This is an optimization exercise on Yosys and OpenROAD, whose aim is small area, a short achievable clock period and few clock cycles, not a production implementation. Where RTL was checked, it was by simulation tests only, not by an equivalence proof against the original. Power is estimated from default activity; no workload was simulated.

## v1
## rtc_fields_to_epoch_seconds_unit
module rtc_fields_to_epoch_seconds_unit (
  input  logic      clk,
  input  logic      rst,
  input  logic      start,
  output logic      busy,
  input  rfes_pkg::rfes_in_t  fields,
  output logic      done,
  output rfes_pkg::rfes_out_t result,
  input  logic      cfg_write,
  input  logic      cfg_index,
  input  logic      cfg_data
);
export LEC_CHECK = 0
export CAP_MARGIN = 20
export CORE_MARGIN = 2
export CORE_UTILIZATION = 40
export CTS_BUF_LIST = sky130_fd_sc_hd__clkbuf_8
export SETUP_SLACK_MARGIN = 5.0
export SLEW_MARGIN = 20
create_clock -name core_clock -period 8.0 [get_ports {clk}]
standard.sh (not shown) runs the stock make flow with config.mk's settings and CLKGATE_MAP_FILE= SYNTH_SCRIPT=/design/flow/synth_recipe.tcl, a recipe that flattens the netlist after the stock synthesis.
==> flow/flow/run.sh <==
#!/bin/bash
# Standard layout, with the port buffers made of the smallest buffer cell and
# Yosys's generic fine-grained ABC pass skipped, so that the adders written as
# gates reach full-adder extraction as written.
set -euo pipefail
bash standard.sh SYNTH_ARGS=-noabc BUFFER_PORTS_ARGS="-buffer_cell sky130_fd_sc_hd__buf_1" finish > standard_flow.log 2>&1
v1: no failed stages, no open violations at the end
The following lists how v27 was set up differently from v1:
--- a/flow/design.v
+++ b/flow/design.v
@@ -654,33 +654,30 @@
     err_all = err_sec || err_min || err_hr || err_day || err_mon || err_yr;
     if (bcd_mode) begin
       fields_r = {fields.raw_year[1] ^ fields.raw_year[4], fields.raw_year[0]};
     end else begin
       fields_r = fields.raw_year[1:0];
     end
   end
-  logic [12:1] mon_oh;
-  assign mon_oh[1] = (mon4 == 4'd1);
-  assign mon_oh[2] = (mon4 == 4'd2);
-  assign mon_oh[3] = (mon4 == 4'd3);
-  assign mon_oh[4] = (mon4 == 4'd4);
-  assign mon_oh[5] = (mon4 == 4'd5);
-  assign mon_oh[6] = (mon4 == 4'd6);
-  assign mon_oh[7] = (mon4 == 4'd7);
-  assign mon_oh[8] = (mon4 == 4'd8);
-  assign mon_oh[9] = (mon4 == 4'd9);
-  assign mon_oh[10] = (mon4 == 4'd10);
-  assign mon_oh[11] = (mon4 == 4'd11);
-  assign mon_oh[12] = (mon4 == 4'd12);
+  logic [3:0]  mona;
+  logic [2:0]  monb;
+  assign mona[0] = (mon4 == 4'd1) || (mon4 == 4'd5) || (mon4 == 4'd9);
+  assign mona[1] = (mon4 == 4'd2) || (mon4 == 4'd6) || (mon4 == 4'd10);
+  assign mona[2] = (mon4 == 4'd3) || (mon4 == 4'd7) || (mon4 == 4'd11);
+  assign mona[3] = (mon4 == 4'd4) || (mon4 == 4'd8) || (mon4 == 4'd12);
+  assign monb[0] = (mon4 == 4'd1) || (mon4 == 4'd2) || (mon4 == 4'd3) || (mon4 == 4'd4);
+  assign monb[1] = (mon4 == 4'd5) || (mon4 == 4'd6) || (mon4 == 4'd7) || (mon4 == 4'd8);
+  assign monb[2] = (mon4 == 4'd9) || (mon4 == 4'd10) || (mon4 == 4'd11) || (mon4 == 4'd12);
   logic        v_q;
   logic [5:0]  errs_q;
   logic        err_q;
   logic [4:0]  q_q;
   logic [1:0]  r_q;
-  logic [12:1] mon_q;    
+  logic [3:0]  mona_q;   
+  logic [2:0]  monb_q;   
   logic [4:0]  day_q;
   logic [4:0]  hr_q;
   logic [5:0]  min_q;
   logic [5:0]  sec_q;
   logic        leap_q;
   always_ff @(posedge clk) begin
     if (rst) begin
@@ -689,24 +686,38 @@
       v_q <= start;
     end
   end
   always_ff @(posedge clk) begin
     errs_q <= {err_sec, err_min, err_hr, err_day, err_mon, err_yr};
     q_q   <= yr7[6:2];
     r_q   <= fields_r;
-    mon_q <= mon_oh;
+    mona_q <= mona;
+    monb_q <= monb;
     day_q <= day5;
     hr_q  <= hr5;
     min_q <= min6;
     sec_q <= sec6;
     leap_q <= leap;
   end
   assign err_q = |errs_q;
   logic [31:0] epoch;
   logic [31:0] tab;
+  logic [12:1] mon_q;
+  assign mon_q[1] = mona_q[0] & monb_q[0];
+  assign mon_q[2] = mona_q[1] & monb_q[0];
+  assign mon_q[3] = mona_q[2] & monb_q[0];
+  assign mon_q[4] = mona_q[3] & monb_q[0];
+  assign mon_q[5] = mona_q[0] & monb_q[1];
+  assign mon_q[6] = mona_q[1] & monb_q[1];
+  assign mon_q[7] = mona_q[2] & monb_q[1];
+  assign mon_q[8] = mona_q[3] & monb_q[1];
+  assign mon_q[9] = mona_q[0] & monb_q[2];
+  assign mon_q[10] = mona_q[1] & monb_q[2];
+  assign mon_q[11] = mona_q[2] & monb_q[2];
+  assign mon_q[12] = mona_q[3] & monb_q[2];
   assign tab[0] = 1'b0;
   assign tab[1] = 1'b0;
   assign tab[2] = 1'b0;
   assign tab[3] = 1'b0;
   assign tab[4] = 1'b0;
   assign tab[5] = 1'b0;
   assign tab[6] = 1'b0;
Findings:
- Compared with v1, v27 shows via count higher by 92.
- Of v1 and v27, the lower combined flip-flop and latch cell area belongs to v27.
- v27 ended with more adder-cell area share of the yosys netlist than v1.
- Summary of v27 over v1: maximum frequency barely changed; final area dropped 1.6%.
- Sort v1 and v27 by power in the clock group desc -> top: v1
- Between v1 and v27, the proportion of power drawn by combinational gates is lower for v1.
- Diff v1 -> v27: shortest period the worst path allows went down, total global routing track utilization went up, clock buffer instance count of the final layout went up, final core area utilization went down.
- On post-DP HPWL, v27 does worse than v1.
- When v27 is set beside v1, its sum of routed wire length over all layers turns out to be 540 µm larger.
Testbench counts of v27, summed over its fixed seeds: cycles 2,144.
The RTL of v1 was laid out without a check of its function.

---

Another version of the RTL of rtc_fields_to_epoch_seconds_unit (not shown whole).
Size in the first run: about 700 cells after synthesis, about 89 I/O pins.
## rtc_fields_to_epoch_seconds_unit
module rtc_fields_to_epoch_seconds_unit (
  input  logic      clk,
  input  logic      rst,
  input  logic      start,
  output logic      busy,
  input  rfes_pkg::rfes_in_t  fields,
  output logic      done,
  output rfes_pkg::rfes_out_t result,
  input  logic      cfg_write,
  input  logic      cfg_index,
  input  logic      cfg_data
);
clock: 8.0 ns
lec_check: 0
cap_margin: 20
core_margin: 2
core_utilization: 40
cts_buf_list: sky130_fd_sc_hd__clkbuf_8
setup_slack_margin: 5.0
slew_margin: 20
==> flow/flow/run.sh <==
#!/bin/bash
# Standard layout, with the port buffers made of the smallest buffer cell,
# Yosys's generic fine-grained ABC pass skipped (so that the adders written as
# gates reach full-adder extraction as written), and clock tree synthesis
# without dummy loads.
set -euo pipefail
bash standard.sh SYNTH_ARGS=-noabc BUFFER_PORTS_ARGS="-buffer_cell sky130_fd_sc_hd__buf_1" \
  CTS_ARGS="-sink_clustering_enable -repair_clock_nets -buf_list sky130_fd_sc_hd__clkbuf_8 -dont_use_dummy_load" \
  finish > standard_flow.log 2>&1
The baseline completed with no timing, DRC or antenna violations.
==> next run, changes <==
--- a/flow/design.v
+++ b/flow/design.v
@@ -844,23 +844,23 @@
     end
     hr5 = twelve_hour_mode ? rfes_pkg::hour12(h4, fields.raw_hours[7]) : hv5;
     if (bcd_mode) begin
       leap = !fields.raw_year[0] && (fields.raw_year[1] == fields.raw_year[4]);
     end else begin
       leap = (fields.raw_year[1:0] == 2'b00);
     end
     ml[0] = (mon4 == 4'd2) && !leap;
     ml[1] = (mon4 == 4'd2) && leap;
     ml[2] = (mon4 == 4'd4) || (mon4 == 4'd6) || (mon4 == 4'd9) || (mon4 == 4'd11);
     ml[3] = !(ml[0] || ml[1] || ml[2]);
-    err_day = (fields.raw_monthday == 8'd0) || rfes_pkg::day_gt(fields.raw_monthday, bcd_mode, 4'b1000);
+    err_day = (fields.raw_monthday == 8'd0) || rfes_pkg::day_gt(fields.raw_monthday, bcd_mode, ml);
     err_all = err_sec || err_min || err_hr || err_day || err_mon || err_yr;
     if (bcd_mode) begin
       fields_r = {fields.raw_year[1] ^ fields.raw_year[4], fields.raw_year[0]};
     end else begin
       fields_r = fields.raw_year[1:0];
     end
   end
   logic [3:0]  mona;
   logic [2:0]  monb;
   assign mona[0] = (mon4 == 4'd1) || (mon4 == 4'd5) || (mon4 == 4'd9);
   assign mona[1] = (mon4 == 4'd2) || (mon4 == 4'd6) || (mon4 == 4'd10);
@@ -892,29 +892,26 @@
     errs_q <= {err_sec, err_min, err_hr, err_day, err_mon, err_yr};
     q_q   <= yr7[6:2];
     r_q   <= fields_r;
     mona_q <= mona;
     monb_q <= monb;
     day_q <= day5;
     hr_q  <= hr5;
     min_q <= min6;
     sec_q <= sec6;
     leap_q <= leap;
   end
-  logic [12:1] mon_q;
-  logic        err_ml;
-  assign err_ml = (mon_q[2] && !leap_q && (day_q > 5'd28)) || (mon_q[2] && leap_q && (day_q > 5'd29)) ||
-                  ((mon_q[4] || mon_q[6] || mon_q[9] || mon_q[11]) && (day_q == 5'd31));
-  assign err_q  = (|errs_q) || err_ml;
+  assign err_q = |errs_q;
   logic [31:0] epoch;
   logic [31:0] tab;
+  logic [12:1] mon_q;
   assign mon_q[1] = mona_q[0] & monb_q[0];
   assign mon_q[2] = mona_q[1] & monb_q[0];
   assign mon_q[3] = mona_q[2] & monb_q[0];
   assign mon_q[4] = mona_q[3] & monb_q[0];
   assign mon_q[5] = mona_q[0] & monb_q[1];
   assign mon_q[6] = mona_q[1] & monb_q[1];
   assign mon_q[7] = mona_q[2] & monb_q[1];
   assign mon_q[8] = mona_q[3] & monb_q[1];
   assign mon_q[9] = mona_q[0] & monb_q[2];
   assign mon_q[10] = mona_q[1] & monb_q[2];
   assign mon_q[11] = mona_q[2] & monb_q[2];
Result: First-iteration DRC count drops by 13%; design area climbs by 2.0%; count of clock-buffer cells in the layout is unchanged; critical path depth does not change; fmax climbs by 2.3%; final cell count climbs by 4.7%; routed wire length climbs by 5.2%; sequential share of layout area drops by 0.73 points; power climbs by 0.30%; flip-flop and latch count is unchanged; hold slack improves by 0.0036 ns.
Function was not checked in any run of this note: the RTL went through the layout flow alone.

---

Another version of the RTL of rtc_fields_to_epoch_seconds_unit (not shown whole).
For scale: roughly 89 I/O pins, roughly 0.0075 mm^2 of cells after synthesis.
Settings: LEC_CHECK=0, CAP_MARGIN=20, CORE_MARGIN=2, CORE_UTILIZATION=40, CTS_BUF_LIST=sky130_fd_sc_hd__clkbuf_8, SETUP_SLACK_MARGIN=5.0, SLEW_MARGIN=20; clock period 8.0 ns.
Scripts as last shown in full above: flow/flow/run.sh
Edit:
--- a/flow/design.v
+++ b/flow/design.v
@@ -668,77 +668,66 @@
     ml[3] = !(ml[0] || ml[1] || ml[2]);
     err_day = (fields.raw_monthday == 8'd0) || rfes_pkg::day_gt(fields.raw_monthday, bcd_mode, 4'b1000);
     err_all = err_sec || err_min || err_hr || err_day || err_mon || err_yr;
     if (bcd_mode) begin
       fields_r = {fields.raw_year[1] ^ fields.raw_year[4], fields.raw_year[0]};
     end else begin
       fields_r = fields.raw_year[1:0];
     end
   end
-  logic [3:0]  mona;
-  logic [2:0]  monb;
-  assign mona[0] = (mon4 == 4'd1) || (mon4 == 4'd5) || (mon4 == 4'd9);
-  assign mona[1] = (mon4 == 4'd2) || (mon4 == 4'd6) || (mon4 == 4'd10);
-  assign mona[2] = (mon4 == 4'd3) || (mon4 == 4'd7) || (mon4 == 4'd11);
-  assign mona[3] = (mon4 == 4'd4) || (mon4 == 4'd8) || (mon4 == 4'd12);
-  assign monb[0] = (mon4 == 4'd1) || (mon4 == 4'd2) || (mon4 == 4'd3) || (mon4 == 4'd4);
-  assign monb[1] = (mon4 == 4'd5) || (mon4 == 4'd6) || (mon4 == 4'd7) || (mon4 == 4'd8);
-  assign monb[2] = (mon4 == 4'd9) || (mon4 == 4'd10) || (mon4 == 4'd11) || (mon4 == 4'd12);
+  logic [12:1] mon_oh;
+  assign mon_oh[1] = (mon4 == 4'd1);
+  assign mon_oh[2] = (mon4 == 4'd2);
+  assign mon_oh[3] = (mon4 == 4'd3);
+  assign mon_oh[4] = (mon4 == 4'd4);
+  assign mon_oh[5] = (mon4 == 4'd5);
+  assign mon_oh[6] = (mon4 == 4'd6);
+  assign mon_oh[7] = (mon4 == 4'd7);
+  assign mon_oh[8] = (mon4 == 4'd8);
+  assign mon_oh[9] = (mon4 == 4'd9);
+  assign mon_oh[10] = (mon4 == 4'd10);
+  assign mon_oh[11] = (mon4 == 4'd11);
+  assign mon_oh[12] = (mon4 == 4'd12);
   logic        v_q;
   logic [5:0]  errs_q;
   logic        err_q;
   logic [4:0]  q_q;
   logic [1:0]  r_q;
-  logic [3:0]  mona_q;   
-  logic [2:0]  monb_q;   
+  logic [12:1] mon_q;    
   logic [4:0]  day_q;
   logic [4:0]  hr_q;
   logic [5:0]  min_q;
   logic [5:0]  sec_q;
   logic        leap_q;
   always_ff @(posedge clk) begin
     if (rst) begin
       v_q <= 1'b0;
     end else begin
       v_q <= start;
     end
   end
   always_ff @(posedge clk) begin
     errs_q <= {err_sec, err_min, err_hr, err_day, err_mon, err_yr};
     q_q   <= yr7[6:2];
     r_q   <= fields_r;
-    mona_q <= mona;
-    monb_q <= monb;
+    mon_q <= mon_oh;
     day_q <= day5;
     hr_q  <= hr5;
     min_q <= min6;
     sec_q <= sec6;
     leap_q <= leap;
   end
-  logic [12:1] mon_q;
   logic        err_ml;
   assign err_ml = (mon_q[2] && !leap_q && (day_q > 5'd28)) || (mon_q[2] && leap_q && (day_q > 5'd29)) ||
                   ((mon_q[4] || mon_q[6] || mon_q[9] || mon_q[11]) && (day_q == 5'd31));
   assign err_q  = (|errs_q) || err_ml;
   logic [31:0] epoch;
   logic [31:0] tab;
-  assign mon_q[1] = mona_q[0] & monb_q[0];
-  assign mon_q[2] = mona_q[1] & monb_q[0];
-  assign mon_q[3] = mona_q[2] & monb_q[0];
-  assign mon_q[4] = mona_q[3] & monb_q[0];
-  assign mon_q[5] = mona_q[0] & monb_q[1];
-  assign mon_q[6] = mona_q[1] & monb_q[1];
-  assign mon_q[7] = mona_q[2] & monb_q[1];
-  assign mon_q[8] = mona_q[3] & monb_q[1];
-  assign mon_q[9] = mona_q[0] & monb_q[2];
-  assign mon_q[10] = mona_q[1] & monb_q[2];
-  assign mon_q[11] = mona_q[2] & monb_q[2];
-  assign mon_q[12] = mona_q[3] & monb_q[2];
   assign tab[0] = 1'b0;
   assign tab[1] = 1'b0;
   assign tab[2] = 1'b0;
   assign tab[3] = 1'b0;
   assign tab[4] = 1'b0;
   assign tab[5] = 1'b0;
   assign tab[6] = 1'b0;
   assign tab[7] = (mon_q[1] & ~leap_q) | (mon_q[2] & leap_q) | mon_q[4] | mon_q[5] | mon_q[8] | mon_q[11] | mon_q[12];
   assign tab[8] = (mon_q[1] & ~leap_q) | mon_q[5] | mon_q[7] | mon_q[8] | mon_q[10] | mon_q[11];
=>
- The new run finished with timing, DRC and antenna clean
- worst setup slack gets worse by 22 ps
- worst hold slack gains 4.6 ps
- global-route usage increases by 0.43 points
- area after synthesis drops by 0.35%
- total power went up by 2.2%
No run of this note included a check of the RTL's function; only the layout flow was run.

## re-timing with driven ports
How much do the figures lean on ideal ports? The routed layouts below were timed once more, with nothing changed but the port constraints. Step 1 (the two cells are an assumption about what drives the block):
set clk [get_ports {clk}]
set_driving_cell -lib_cell sky130_fd_sc_hd__clkbuf_16 $clk
set_driving_cell -lib_cell sky130_fd_sc_hd__buf_2 [delete_from_list [all_inputs] $clk]
Step 2 also shifts input and output timing later by t, the mid clock arrival at the registers, as if the neighbouring blocks saw the same clock. Slacks: ideal ports / drivers / drivers and shift; pairs: ideal ports / drivers.
| run | t (ns) | setup slack, ns | hold slack, ns |
|---|---|---|---|
| v1 | 0.479 | 5.191 / 5.207 / 4.728 | 0.328 / 0.328 / 0.328 |
| v27 | 0.471 | 5.195 / 5.209 / 4.738 | 0.330 / 0.330 / 0.330 |
| the first run of note 2 | 0.460 | 5.097 / 5.097 / 4.791 | 0.317 / 0.317 / 0.317 |
| the second run of note 2 | 0.465 | 5.161 / 5.161 / 4.732 | 0.321 / 0.321 / 0.321 |
| the first run of note 3 | 0.464 | 5.162 / 5.162 / 4.856 | 0.315 / 0.315 / 0.315 |
| the second run of note 3 | 0.472 | 5.139 / 5.139 / 4.821 | 0.320 / 0.320 / 0.320 |
After both steps setup and hold are still met in every run listed. For v1, which loses most, drivers alone change the setup slack by +0.016 ns; drivers and shift together by -0.463 ns.
